This is an optimization exercise on Yosys and OpenROAD, whose aim is small area and a short achievable clock period, not a production implementation.
In this exercise RTL edits were held to simulation tests only and were not proved equivalent to the original.
Power figures rest on the tool's default switching activity, not on a simulated workload.

== run 1 ==
==> flow/design.v (excerpt) <==
module wallace_mul (
	input  logic                  clk,
	input  logic                  rst_n,
	input  logic                  in_valid,
	input  logic [31:0]           a,
	input  logic [31:0]           b,
	output logic [63:0]           product,
	output logic                  out_valid
);
	logic one1;
	logic two2;
	logic one3;
	logic two4;
	logic one5;
	logic two6;
	logic one7;
	logic two8;
	logic one9;
	logic two10;
	logic one11;
	logic two12;
	logic one13;
	logic two14;
	logic one15;
	logic two16;
	logic one17;
	logic two18;
	logic one19;
	logic two20;
	logic one21;
	logic two22;
	logic one23;
	logic two24;
	logic one25;
	logic two26;
	logic one27;
	logic two28;
	logic one29;
	logic two30;
	logic one31;
	logic two32;
	logic pp33;
	logic pp34;
	logic pp35;
	logic pp36;
	logic pp37;
	logic pp38;
	logic pp39;
	logic pp40;
	logic pp41;
	logic pp42;
	logic pp43;
	logic pp44;
	logic pp45;
	logic pp46;
	logic pp47;
	logic pp48;
	logic pp49;
	logic pp50;
	logic pp51;
	logic pp52;
	logic pp53;
	logic pp54;
	logic pp55;
	logic pp56;
	logic pp57;
	logic pp58;
	logic pp59;
	logic pp60;
	logic pp61;
	logic pp62;
	logic pp63;
	logic pp64;
  ...
clock: 3.5 ns
lec_check: 0
abc_area: 1
cap_margin: 20
core_margin: 2
core_utilization: 40
setup_slack_margin: 0.95
slew_margin: 20
standard.sh (not shown) runs the stock make flow with config.mk's settings and CLKGATE_MAP_FILE= SYNTH_SCRIPT=/design/flow/synth_recipe.tcl, a recipe that flattens the netlist after the stock synthesis.
==> flow/flow/run.sh <==
#!/bin/bash
# Standard layout, with one netlist step between synthesis and floorplan:
# fapol.py removes the inverters Yosys leaves around its full-adder cells
# (a full adder is self-dual, so it can work on complemented nets instead),
# and the port buffers are buf_4 cells.
set -euo pipefail
# Port buffers: a plain buffer, not the delay cell buffer_ports picks by default
export BUFFER_PORTS_ARGS="-buffer_cell sky130_fd_sc_hd__buf_4"
W=$PWD
R=$W/orfs/results/$FLOW_PLATFORM/wallace_mul/base
bash standard.sh $R/1_2_yosys.v > $W/synth.log 2>&1
cp $R/1_2_yosys.v $W/1_2_yosys.std.v
python3 $W/flow/fapol.py $W/1_2_yosys.std.v $R/1_2_yosys.v > $W/fapol.log 2>&1
bash standard.sh > $W/layout.log 2>&1
Other scripts of this flow, unchanged in this note and not shown: flow/flow/fapol.py
The following lists how run 2 was set up differently from run 1:
==> flow/flow/run.sh <==
#!/bin/bash
# Standard layout with three changes:
# - if flow/abc.script exists, synthesis maps with it instead of ORFS's ABC script
#   (a copy of ORFS's scripts folder with only that file replaced; ABC maps the
#   combinational logic only, so registers and their names are the standard ones);
# - between synthesis and floorplan, fapol.py removes the inverters Yosys leaves
#   around its full-adder cells (a full adder is self-dual, so it can work on
#   complemented nets instead);
# - the port buffers are a plain buffer cell (PORT_BUF), not the delay cell
#   buffer_ports picks by default.
set -euo pipefail
W=$PWD
PORT_BUF=$(cat $W/flow/port_buf.txt 2>/dev/null || echo sky130_fd_sc_hd__buf_4)
export BUFFER_PORTS_ARGS="-buffer_cell $PORT_BUF"
if [[ -f $W/flow/abc.script ]]; then
  rm -rf $W/scripts_local
  cp -r $FLOW_HOME/scripts $W/scripts_local
  cp $W/flow/abc.script $W/scripts_local/abc_speed.script
  cp $W/flow/abc.script $W/scripts_local/abc_area.script
  export SCRIPTS_DIR=$W/scripts_local
fi
R=$W/orfs/results/$FLOW_PLATFORM/wallace_mul/base
bash standard.sh $R/1_2_yosys.v > $W/synth.log 2>&1
cp $R/1_2_yosys.v $W/1_2_yosys.std.v
python3 $W/flow/fapol.py $W/1_2_yosys.std.v $R/1_2_yosys.v > $W/fapol.log 2>&1
bash standard.sh > $W/layout.log 2>&1
==> flow/flow/port_buf.txt (new file) <==
sky130_fd_sc_hd__buf_1
-- flow/config.mk --
<<< run 1, line 11
export CORE_UTILIZATION = 40
export SETUP_SLACK_MARGIN = 0.95
>>> run 2, line 11
export CORE_UTILIZATION = 62
export CTS_BUF_LIST = sky130_fd_sc_hd__clkbuf_8
export PLACE_DENSITY = 0.72
export SETUP_SLACK_MARGIN = 1.1
[summary]
Register-to-register slack: run 2 better than run 1. [run 2] final critical-path setup slack rose 0.15 ns relative to run 1. Side by side, portion of the clock cycle consumed by the worst path in the final layout turned out lower in run 2 than in run 1.
## Diff of input files: run 3 against run 2
==> flow/flow/abc.script (new file) <==
strash
dch
map -B 0.9
topo
stime -c
upsize -c
dnsize -c
-- flow/config.mk --
<<< run 2, line 8
export ABC_AREA = 1
>>> run 3, line 8
<<< run 2, line 11
export CORE_UTILIZATION = 62
>>> run 3, line 10
export CORE_UTILIZATION = 40
<<< run 2, line 13
export PLACE_DENSITY = 0.72
>>> run 3, line 12
Findings:
Comparing run 2 and run 3, the higher sequential share of layout area is on run 2. STATUS hold slack: run 3 wins against run 2. Cmp run 3 vs run 2: synthesized area lower in run 3. Run 3 vs run 2 on total power: run 3 is the lower one.
### run 3 -> run 4
-- flow/config.mk --
<<< run 3, line 8
>>> run 4, line 8
export ABC_AREA = 1
<<< run 3, line 10
export CORE_UTILIZATION = 40
>>> run 4, line 11
export CORE_UTILIZATION = 55
<<< run 3, line 12
export SETUP_SLACK_MARGIN = 1.1
>>> run 4, line 13
export SETUP_SLACK_MARGIN = 1.15
removed: flow/flow/abc.script
Notes after the runs:
- Against run 3, the final cell area of run 4 is higher.
- Routed wire length grows slightly when moving from run 3 to run 4.
- Run 4 — clock-cell share of area 0.33 points higher, run 3 as reference
- Run 4 — area after synthesis 4.0% higher, run 3 as reference
- Final-layout clock buffer total, run 4 and run 3, lower one = run 3.
- Of run 4 and run 3, the run reporting the lower upper clock frequency limit was run 3.
- met1 track demand over resource in global routing sits higher in run 4 than in run 3.
- | number of instances in the synthesized netlist | lower: run 3 |


Starting RTL as in the previous note.
## wallace_mul
module wallace_mul (
	input  logic                  clk,
	input  logic                  rst_n,
	input  logic                  in_valid,
	input  logic [31:0]           a,
	input  logic [31:0]           b,
	output logic [63:0]           product,
	output logic                  out_valid
);
==> flow/config.mk <==
export PLATFORM = sky130hd
export DESIGN_NAME = wallace_mul
export DESIGN_NICKNAME = wallace_mul
export VERILOG_FILES = /design/flow/design.v
export SDC_FILE = /design/flow/constraint.sdc
export NUM_CORES = 4
export LEC_CHECK = 0
export ABC_AREA = 1
export CAP_MARGIN = 20
export CORE_MARGIN = 2
export CORE_UTILIZATION = 55
export CTS_BUF_LIST = sky130_fd_sc_hd__clkbuf_8
export SETUP_SLACK_MARGIN = 1.05
export SLEW_MARGIN = 20
==> flow/constraint.sdc <==
create_clock -name core_clock -period 3.5 [get_ports {clk}]
set_input_delay 0.7000 -clock core_clock [delete_from_list [all_inputs] [get_ports {clk}]]
set_output_delay 0.7000 -clock core_clock [all_outputs]
set_load 0.01 [all_outputs]
==> flow/flow/run.sh <==
#!/bin/bash
# Standard layout with three changes:
# - if flow/abc.script exists, synthesis maps with it instead of ORFS's ABC script
#   (a copy of ORFS's scripts folder with only that file replaced; ABC maps the
#   combinational logic only, so registers and their names are the standard ones);
# - between synthesis and floorplan, fapol.py removes the inverters Yosys leaves
#   around its full-adder cells (a full adder is self-dual, so it can work on
#   complemented nets instead);
# - the port buffers are a plain buffer cell (PORT_BUF), not the delay cell
#   buffer_ports picks by default.
set -euo pipefail
W=$PWD
PORT_BUF=$(cat $W/flow/port_buf.txt 2>/dev/null || echo sky130_fd_sc_hd__buf_4)
export BUFFER_PORTS_ARGS="-buffer_cell $PORT_BUF"
if [[ -f $W/flow/abc.script ]]; then
  rm -rf $W/scripts_local
  cp -r $FLOW_HOME/scripts $W/scripts_local
  cp $W/flow/abc.script $W/scripts_local/abc_speed.script
  cp $W/flow/abc.script $W/scripts_local/abc_area.script
  export SCRIPTS_DIR=$W/scripts_local
fi
R=$W/orfs/results/$FLOW_PLATFORM/wallace_mul/base
bash standard.sh $R/1_2_yosys.v > $W/synth.log 2>&1
cp $R/1_2_yosys.v $W/1_2_yosys.std.v
python3 $W/flow/fapol.py $W/1_2_yosys.std.v $R/1_2_yosys.v > $W/fapol.log 2>&1
bash standard.sh > $W/layout.log 2>&1
==> flow/flow/fapol.py <==
#!/usr/bin/env python3
"""Remove inverters around full-adder cells in a mapped sky130hd netlist.

A full adder is self-dual: FA(~a,~b,~c) = (~cout, ~sum).  Yosys's extract_fa often
picks the complemented form and leaves inverters between adder cells.  This script
chooses, for every fa cell, whether to use it complemented, so as to need as few
inverters as possible, and swaps xor2/xnor2 (xor3/xnor3) drivers whose every load
wants the other polarity.  Registers and ports are untouched.

Usage: fapol.py IN.v OUT.v
"""
import re, sys, random
from collections import defaultdict

src = open(sys.argv[1]).read()
m = re.search(r'\bmodule\s+(\S+)\s*\((.*?)\);', src, re.S)
ports = set(p.strip() for p in m.group(2).split(','))
body_start = src.index(';', m.end() - 1) + 1
endm = src.rindex('endmodule')

inst_re = re.compile(r'^\s*(sky130_fd_sc_hd__\w+)\s+(\S+)\s*\((.*?)\);\s*$', re.S | re.M)
pin_re = re.compile(r'\.(\w+)\(\s*([^()]*?)\s*\)')
OUTPINS = {'X', 'Y', 'Q', 'Q_N', 'SUM', 'COUT', 'HI', 'LO', 'GCLK'}

cells = []          # [type, name, [(pin, net)]]
first = None
last = None
for mm in inst_re.finditer(src, body_start, endm):
    if first is None:
        first = mm.start()
    last = mm.end()
    cells.append([mm.group(1), mm.group(2), pin_re.findall(mm.group(3))])
header = src[:first]
# anything between instances other than whitespace would be lost: check
rest = inst_re.sub('', src[first:last])
assert rest.strip() == '', rest.strip()[:200]
trailer = src[last:]


def base(t):
    return re.sub(r'_\d+$', '', t.replace('sky130_fd_sc_hd__', ''))


def portnet(n):
    return n.split('[')[0].lstrip('\\').strip() in ports or n in ports


driver = {}
for i, (t, name, pins) in enumerate(cells):
    for p, n in pins:
        if p in OUTPINS:
            driver[n] = (i, p)

removable = set()
for i, (t, name, pins) in enumerate(cells):
    if base(t) in ('inv', 'clkinv'):
        d = dict(pins)
        if not portnet(d['Y']) and not portnet(d['A']):
            removable.add(i)


def root(n):
    q = 0
    while n in driver and driver[n][0] in removable:
        n = dict(cells[driver[n][0]][2])['A']
        q ^= 1
    return n, q


isfa = [base(t) == 'fa' for t, _, _ in cells]
x = [0] * len(cells)
fixed = set()
# sinks per root: list of (cell, pin index, parity)
sinks = defaultdict(list)
port_roots = set()
for i, (t, name, pins) in enumerate(cells):
    if i in removable:
        continue
    for k, (p, n) in enumerate(pins):
        if p in OUTPINS:
            continue
        r, q = root(n)
        sinks[r].append((i, k, q))
# ports that are outputs read a net; keep the polarity of their drivers
for n in list(driver):
    if portnet(n):
        r, q = root(n)
        port_roots.add(r)
        if driver[r][0] is not None:
            fixed.add(driver[r][0])
swappable = {'xor2': 'xnor2', 'xnor2': 'xor2', 'xor3': 'xnor3', 'xnor3': 'xor3'}
swap = [0] * len(cells)


def drv_flip(r):
    d = driver.get(r)
    if d is None:
        return 0
    return x[d[0]]


def need(r):
    """(needs true, needs complement) at root r, physical."""
    nt = nc = 0
    dx = drv_flip(r)
    for (i, k, q) in sinks[r]:
        if q ^ x[i] ^ dx:
            nc = 1
        else:
            nt = 1
    return nt, nc


def cost_root(r):
    nt, nc = need(r)
    if not nc:
        return 0
    d = driver.get(r)
    if d is not None and not nt and base(cells[d[0]][0]) in swappable and r not in port_roots:
        return 0.001  # swap the driver instead of adding an inverter
    return 1


def roots_of(i):
    rs = set()
    for p, n in cells[i][2]:
        if p in OUTPINS:
            rs.add(n)
        else:
            rs.add(root(n)[0])
    return rs


fa_idx = [i for i in range(len(cells)) if isfa[i] and i not in fixed and i not in removable]
rofs = {i: roots_of(i) for i in fa_idx}
total0 = sum(cost_root(r) for r in sinks)
random.seed(1)
for it in range(20):
    changed = 0
    order = list(fa_idx)
    random.shuffle(order)
    for i in order:
        rs = rofs[i]
        before = sum(cost_root(r) for r in rs)
        x[i] ^= 1
        after = sum(cost_root(r) for r in rs)
        if after < before - 1e-9:
            changed += 1
        else:
            x[i] ^= 1
    if not changed:
        break
total1 = sum(cost_root(r) for r in sinks)

# ---------------------------------------------------------------- rewrite
out_cells = []
new_wires = []
inv_net = {}
ninv = 0
nswap = 0
for r in sinks:
    nt, nc = need(r)
    if not nc:
        continue
    d = driver.get(r)
    if d is not None and not nt and base(cells[d[0]][0]) in swappable and r not in port_roots:
        swap[d[0]] = 1
        nswap += 1
        continue
    nm = '_fapol_n%d_' % len(inv_net)
    inv_net[r] = nm
    new_wires.append(nm)
for i, (t, name, pins) in enumerate(cells):
    if i in removable:
        continue
    if swap[i]:
        b = base(t)
        t = t.replace('__' + b + '_', '__' + swappable[b] + '_')
        ren = {'xnor2': {'Y': 'X'}, 'xor2': {'X': 'Y'}}.get(b, {})
        pins = [(ren.get(p, p), n) for p, n in pins]
    newpins = []
    for p, n in pins:
        if p not in OUTPINS:
            r, q = root(n)
            dx = drv_flip(r)
            if q ^ x[i] ^ dx:
                if r in inv_net:
                    n = inv_net[r]
                else:
                    n = r   # driver was swapped
            else:
                n = r
        newpins.append((p, n))
    if x[i]:
        # complemented adder: swap nothing, the polarity is carried by its nets
        pass
    out_cells.append((t, name, newpins))
for r, nm in inv_net.items():
    ninv += 1
    out_cells.append(('sky130_fd_sc_hd__inv_1', '_fapol_i%d_' % ninv, [('A', r), ('Y', nm)]))

# nets whose sinks and drivers all vanished stay declared; harmless
hdr = header.rstrip() + '\n' + ''.join('  wire %s;\n' % w for w in new_wires)
o = [hdr]
for t, name, pins in out_cells:
    o.append('  %s %s (\n%s\n  );\n' % (t, name, ',\n'.join('    .%s(%s)' % (p, n + (' ' if n.startswith('\\') else '')) for p, n in pins)))
o.append(trailer)
open(sys.argv[2], 'w').write(''.join(o))
print('fapol: inverters removable %d, adders %d flipped %d, inverters after %d, xor swaps %d (cost %.0f -> %.0f)'
      % (len(removable), len(fa_idx), sum(x), ninv, nswap, total0, total1), file=sys.stderr)
Other scripts of this flow, unchanged in this note and not shown: flow/flow/port_buf.txt
Edit:
Settings changed: CORE_UTILIZATION 55 to 40, SETUP_SLACK_MARGIN 1.05 to 1.25, TNS_END_PERCENT set to 5.
Effect:
- worst setup slack is better by 0.10 ns
- clock skew goes up by 0.0052 ns
- global-route usage goes down by 11 points
- wire length hardly moves
- cell area goes up by about 2.3%
- first-iteration DRC count goes down by about 3%
- via count goes down by about 1.1%
- clock power goes up by about 5.6%
Edit:
==> flow/flow/abc.script (new file) <==
strash
dch
map -B 0.9
topo
stime -c
Settings changed: ABC_AREA 1 to not set, SETUP_SLACK_MARGIN 1.25 to 1.1, TNS_END_PERCENT 5 to not set.
The new run completed with no timing, DRC or antenna violations.
Cell area came out lower by 0.65%.
Core utilization came out higher by 1.5 points.
Worst setup slack loses 0.090 ns.
Via count came out lower by 0.69%.
Total power came out lower by 3.2%.
Global-route usage came out higher by 1.5 points.
Die area came out lower by 3.8%.
Area after synthesis came out lower by 3.9%.
Edit:
--- a/flow/flow/fapol.py
+++ b/flow/flow/fapol.py
@@ -156,4 +156,5 @@
 out_cells = []
 new_wires = []
+need_new = set()
 inv_net = {}
 ninv = 0
@@ -171,6 +172,22 @@
     inv_net[r] = nm
     new_wires.append(nm)
+# an inverter of the root that a sink already used, and that still has a sink
+# needing the complement, is kept as it was (it keeps Yosys's fanout split)
+kept = set()
 for i, (t, name, pins) in enumerate(cells):
     if i in removable:
+        continue
+    for p, n in pins:
+        if p in OUTPINS:
+            continue
+        r, q = root(n)
+        if q == 1 and q ^ x[i] ^ drv_flip(r) and n in driver and driver[n][0] in removable \
+                and dict(cells[driver[n][0]][2])['A'] == r and r in inv_net:
+            kept.add(driver[n][0])
+for i, (t, name, pins) in enumerate(cells):
+    if i in removable and i not in kept:
+        continue
+    if i in kept:
+        out_cells.append((t, name, pins))
         continue
     if swap[i]:
@@ -185,6 +202,9 @@
             dx = drv_flip(r)
             if q ^ x[i] ^ dx:
-                if r in inv_net:
+                if q == 1 and n in driver and driver[n][0] in kept:
+                    used_new_inv = False
+                elif r in inv_net:
                     n = inv_net[r]
+                    need_new.add(r)
                 else:
                     n = r   # driver was swapped
@@ -197,4 +217,7 @@
     out_cells.append((t, name, newpins))
 for r, nm in inv_net.items():
+    if r not in need_new:
+        new_wires.remove(nm)
+        continue
     ninv += 1
     out_cells.append(('sky130_fd_sc_hd__inv_1', '_fapol_i%d_' % ninv, [('A', r), ('Y', nm)]))
@@ -207,4 +230,4 @@
 o.append(trailer)
 open(sys.argv[2], 'w').write(''.join(o))
-print('fapol: inverters removable %d, adders %d flipped %d, inverters after %d, xor swaps %d (cost %.0f -> %.0f)'
-      % (len(removable), len(fa_idx), sum(x), ninv, nswap, total0, total1), file=sys.stderr)
+print('fapol: inverters removable %d, adders %d flipped %d, inverters kept %d, new %d, xor swaps %d (cost %.0f -> %.0f)'
+      % (len(removable), len(fa_idx), sum(x), len(kept), ninv, nswap, total0, total1), file=sys.stderr)
Settings changed: ABC_AREA set to 1.
removed: flow/flow/abc.script
Outcome:
- via count decreases by 0.95%
- global-route usage drops by 1.2 points
- area after synthesis goes up by 4.1%
- first-iteration DRC count went down by 2.2%
- routed wire length is lower by 0.86%
- utilization fell by 1.5 points
- power goes up by 1.1%
- synthesized cell count rose by about 7%
- register-to-register slack gets worse by 0.03 ns
- non-clock buffer count fell by 16
- worst hold slack improved by 0.010 ns

[re-timing with driven ports]
In the flow no input, the clock included, has a driving cell. The finished layouts below were timed again as built, in two steps.
Step 1 sets driving cells, clkbuf_16 on the clock port and buf_2 on the other inputs (assumed; they add their load-dependent delay and slew).
Step 2 also shifts input and output timing later by t, the mid clock arrival at the registers, as if the neighbouring blocks saw the same clock.
a / b / c = ideal ports / drivers / drivers and shift; a / b = the first two.
run | t, ns | setup slack, ns | worst slew at a driven data input, ns | cell pins on the clock port's net
run 1 | 0.708 | 0.959 / 0.938 / 0.230 | 0.09 | 1
run 2 | 0.754 | 1.110 / 1.140 / 0.395 | 0.04 | 1
run 3 | 0.778 | 1.062 / 1.062 / 0.293 | 0.11 | 1
run 4 | 0.770 | 1.107 / 1.122 / 0.352 | 0.10 | 1
the first run of note 2 | 0.762 | 1.054 / 1.090 / 0.328 | 0.10 | 1
the second run of note 2 | 0.791 | 1.158 / 1.158 / 0.390 | 0.13 | 1
the third run of note 2 | 0.772 | 1.068 / 1.048 / 0.276 | 0.08 | 1
the fourth run of note 2 | 0.800 | 1.093 / 1.093 / 0.295 | 0.10 | 1
After both steps setup and hold are still met in every run listed. For the fourth run of note 2, which loses most, drivers alone change the setup slack by 0.000 ns; drivers and shift together by -0.798 ns.
